This design comes from an exercise in tuning for small area and few clock cycles on the open sky130 flow, not from production work.
The RTL was checked by simulation tests, not by an equivalence proof against the original design.

== before ==
==> flow/design.v <==
`timescale 1ns / 1ps
package mrr_pkg;
  localparam int unsigned MAX_N         = 32;
  localparam int unsigned ELEMENT_WIDTH = 64;
  localparam int unsigned CFG_W     = 6;
  localparam int unsigned APB_AW    = 3;
  localparam int unsigned APB_DW    = 32;
  localparam int unsigned REG_IDX_W = APB_AW - 2;
  localparam logic [REG_IDX_W-1:0] REG_MATRIX_SIZE = '0;
  localparam logic [CFG_W-1:0]     RESET_SIZE      = CFG_W'(4);
  localparam int unsigned POS_W     = $clog2(MAX_N);
  localparam int unsigned WIN_DEPTH = MAX_N;
  localparam int unsigned SLOT_W    = $clog2(WIN_DEPTH);
endpackage
`timescale 1ns / 1ps
module mrr_ram #(
  parameter  int unsigned DEPTH = 32,
  parameter  int unsigned WIDTH = 64,
  localparam int unsigned AW    = $clog2(DEPTH)
) (
  input  logic             clk_i,
  input  logic             we_i,
  input  logic [AW-1:0]    waddr_i,
  input  logic [WIDTH-1:0] wdata_i,
  input  logic [AW-1:0]    raddr_i,
  output logic [WIDTH-1:0] rdata_o
);
  logic [WIDTH-1:0] mem [DEPTH];
  always_ff @(posedge clk_i) begin
    if (we_i) begin
      mem[waddr_i] <= wdata_i;
    end
  end
  always_comb begin
    rdata_o = '0;
    for (int unsigned i = 0; i < DEPTH; i++) begin
      rdata_o = rdata_o | (mem[i] & {WIDTH{raddr_i == AW'(i)}});
    end
  end
endmodule
`timescale 1ns / 1ps
import mrr_pkg::*;
module matrix_ring_rotate_by_one (
  input  logic                            clk_i,
  input  logic                            rst_ni,
  input  logic                            in_valid_i,
  output logic                            in_ready_o,
  input  logic signed [ELEMENT_WIDTH-1:0] element_i,
  output logic                            out_valid_o,
  input  logic                            out_ready_i,
  output logic signed [ELEMENT_WIDTH-1:0] rotated_element_o,
  output logic                            run_last_o,
  output logic                            frame_last_o,
  input  logic                            psel,
  input  logic                            penable,
  input  logic                            pwrite,
  input  logic [APB_AW-1:0]               paddr,
  input  logic [APB_DW-1:0]               pwdata,
  output logic [APB_DW-1:0]               prdata,
  output logic                            pready
);
  localparam int unsigned PW = mrr_pkg::POS_W;
  localparam int unsigned EW = mrr_pkg::ELEMENT_WIDTH;
  logic [CFG_W-1:0] cfg_size_q;
  logic             cfg_sel;
  logic             cfg_we;
  assign pready  = 1'b1;
  assign cfg_sel = (paddr[APB_AW-1:2] == REG_MATRIX_SIZE);
  assign cfg_we  = psel && penable && pwrite && cfg_sel;
  always_ff @(posedge clk_i or negedge rst_ni) begin
    if (!rst_ni) begin
      cfg_size_q <= RESET_SIZE;
    end else if (cfg_we) begin
      cfg_size_q <= pwdata[CFG_W-1:0];
    end
  end
  always_comb begin
    prdata = '0;
    if (cfg_sel) begin
      prdata[CFG_W-1:0] = cfg_size_q;
    end
  end
  logic [PW-1:0] nm1;
  always_comb begin
    if (cfg_size_q == '0) begin
      nm1 = '0;
    end else if (cfg_size_q > CFG_W'(MAX_N)) begin
      nm1 = PW'(MAX_N - 1);
    end else begin
      nm1 = PW'(cfg_size_q - CFG_W'(1));
    end
  end
  logic [PW-1:0] in_row_q, in_col_q;
  logic [PW-1:0] fo_q;
  logic          flush_q;
  logic          par_q;
  logic          n_odd;
  logic          in_last;
  logic          in_acc;
  logic          o_valid_q;
  logic          can_load;
  logic          issue;
  assign n_odd    = !nm1[0];
  assign in_last  = (in_row_q == nm1) && (in_col_q == nm1);
  assign can_load = !o_valid_q || out_ready_i;
  always_comb begin
    if (flush_q) begin
      in_ready_o = (in_col_q < fo_q) || ((in_col_q == fo_q) && can_load);
    end else begin
      in_ready_o = (in_row_q == '0) || can_load;
    end
  end
  assign in_acc = in_valid_i && in_ready_o;
  assign issue  = flush_q ? can_load : (in_acc && (in_row_q != '0));
  always_ff @(posedge clk_i or negedge rst_ni) begin
    if (!rst_ni) begin
      in_row_q <= '0;
      in_col_q <= '0;
      fo_q     <= '0;
      flush_q  <= 1'b0;
      par_q    <= 1'b0;
    end else if (cfg_we) begin
      in_row_q <= '0;
      in_col_q <= '0;
      fo_q     <= '0;
      flush_q  <= 1'b0;
      par_q    <= 1'b0;
    end else begin
      if (in_acc) begin
        if (in_col_q == nm1) begin
          in_col_q <= '0;
          in_row_q <= in_last ? '0 : in_row_q + PW'(1);
        end else begin
          in_col_q <= in_col_q + PW'(1);
        end
      end
      if (flush_q && issue) begin
        fo_q <= (fo_q == nm1) ? '0 : fo_q + PW'(1);
      end
      if (in_acc && in_last) begin
        flush_q <= 1'b1;
        par_q   <= par_q ^ n_odd;
      end else if (flush_q && issue && (fo_q == nm1)) begin
        flush_q <= 1'b0;
      end
    end
  end
  function automatic logic [SLOT_W-1:0] swap_slot(input logic [SLOT_W-1:0] s);
    if (s == '0) begin
      swap_slot = '0;
    end else if (s[0]) begin
      swap_slot = s + SLOT_W'(1);
    end else begin
      swap_slot = s - SLOT_W'(1);
    end
  endfunction
  logic [PW-1:0]     q_row, q_col;
  logic [PW:0]       q_sum;
  logic              q_par;
  logic [SLOT_W-1:0] s_base;
  logic              s_fwd;
  logic              s_in;
  logic [SLOT_W-1:0] s_slot;
  logic [SLOT_W-1:0] w_slot;
  logic              w_en;
  assign q_row = flush_q ? nm1 : (in_row_q - PW'(1));
  assign q_col = flush_q ? fo_q : in_col_q;
  assign q_sum = (PW + 1)'(q_row) + (PW + 1)'(q_col);
  assign q_par = par_q ^ (flush_q && n_odd);
  always_comb begin
    s_base = '0;
    s_fwd  = 1'b1;
    s_in   = 1'b0;
    if ((q_row == q_col) && ({q_row, 1'b0} == (PW + 1)'(nm1))) begin
      s_base = '0;
    end else if ((q_row < q_col) && (q_sum <= (PW + 1)'(nm1))) begin
      s_base = SLOT_W'(q_col - q_row - PW'(1));
    end else if ((q_row <= q_col) && (q_sum > (PW + 1)'(nm1))) begin
      s_base = SLOT_W'({q_col, 1'b0} - (PW + 1)'(nm1) - (PW + 1)'(!(q_sum[0] ^ nm1[0])));
    end else if ((q_row > q_col) && (q_sum >= (PW + 1)'(nm1))) begin
      s_base = SLOT_W'(q_sum - (PW + 1)'(nm1));
      s_fwd  = 1'b0;
    end else begin
      s_in   = 1'b1;
    end
    s_slot = (n_odd && (s_fwd == q_par)) ? swap_slot(s_base) : s_base;
  end
  always_comb begin
    if (in_row_q == '0) begin
      w_slot = (n_odd && par_q) ? swap_slot(SLOT_W'(in_col_q)) : SLOT_W'(in_col_q);
      w_en   = in_acc;
    end else begin
      w_slot = s_slot;
      w_en   = in_acc && !s_in;
    end
  end
  logic [EW-1:0] rd_data;
  logic [EW-1:0] res;
  mrr_ram #(
    .DEPTH (WIN_DEPTH),
    .WIDTH (EW)
  ) u_window (
    .clk_i   (clk_i),
    .we_i    (w_en),
    .waddr_i (w_slot),
    .wdata_i (element_i),
    .raddr_i (s_slot),
    .rdata_o (rd_data)
  );
  assign res = s_in ? element_i : rd_data;
  logic [EW-1:0] o_data_q;
  logic          o_run_last_q;
  logic          o_frame_last_q;
  always_ff @(posedge clk_i or negedge rst_ni) begin
    if (!rst_ni) begin
      o_valid_q <= 1'b0;
    end else if (issue) begin
      o_valid_q <= 1'b1;
    end else if (out_ready_i) begin
      o_valid_q <= 1'b0;
    end
  end
  always_ff @(posedge clk_i) begin
    if (issue) begin
      o_data_q       <= res;
      o_run_last_q   <= flush_q ? (fo_q == nm1) : !in_last;
      o_frame_last_q <= flush_q && (fo_q == nm1);
    end
  end
  assign out_valid_o       = o_valid_q;
  assign rotated_element_o = o_data_q;
  assign run_last_o        = o_run_last_q;
  assign frame_last_o      = o_frame_last_q;
endmodule
==> flow/config.mk <==
export PLATFORM = sky130hd
export DESIGN_NAME = matrix_ring_rotate_by_one
export DESIGN_NICKNAME = matrix_ring_rotate_by_one
export VERILOG_FILES = /design/flow/design.v
export SDC_FILE = /design/flow/constraint.sdc
export NUM_CORES = 4
export LEC_CHECK = 0
export CAP_MARGIN = 20
export CORE_MARGIN = 2
export CORE_UTILIZATION = 60
export CTS_CLUSTER_DIAMETER = 60
export CTS_CLUSTER_SIZE = 30
export SLEW_MARGIN = 20
==> flow/constraint.sdc <==
create_clock -name core_clock -period 14.0 [get_ports {clk_i}]
set_input_delay 2.8000 -clock core_clock [delete_from_list [all_inputs] [get_ports {clk_i}]]
set_output_delay 2.8000 -clock core_clock [all_outputs]
set_load 0.01 [all_outputs]
run.sh (not shown) runs the stock make flow with config.mk's settings and CLKGATE_MAP_FILE= SYNTH_SCRIPT=/design/flow/synth_recipe.tcl, a recipe that flattens the netlist after the stock synthesis.
Testbench counts of before, summed over its fixed seeds: cycles 53,270.
Setup changes, before to after
Settings: CTS_CLUSTER_DIAMETER removed (was 60); CTS_CLUSTER_SIZE removed (was 30); CORE_UTILIZATION changed from 60 to 35.
Results
Summary of the comparison: total CTS buffers is higher in after, relative to before.
Fraction of the cycle the final worst path needs: after vs before up 0.81 points
Between before and after, number of design-rule violations left by the first detailed-router iteration decreased.
The non-filler instance count after layout in after was higher than what before gave.
In after relative to before, depth of the worst register-to-register path had gone up by a few percent.

==> separate check: timing with driven ports <==
The flow's constraints put no driver on any port. The routed layouts listed below were extracted and timed again, unchanged, in two steps.
Step 1 sets driving cells, clkbuf_16 on the clock port and buf_2 on the other inputs (assumed; they add their load-dependent delay and slew).
Step 2 also shifts input and output timing later by t, the mid clock arrival at the registers, as if the neighbouring blocks saw the same clock.
Slacks: ideal ports / drivers / drivers and shift; pairs: ideal ports / drivers.
run	t (ns)	slack for setup (ns)	hold slack, ns
before	0.865	3.428 / 3.428 / 3.428	0.534 / 0.534 / 0.534
after	0.935	3.315 / 3.315 / 3.315	0.543 / 0.543 / 0.543
After both steps setup and hold are still met in every run listed.
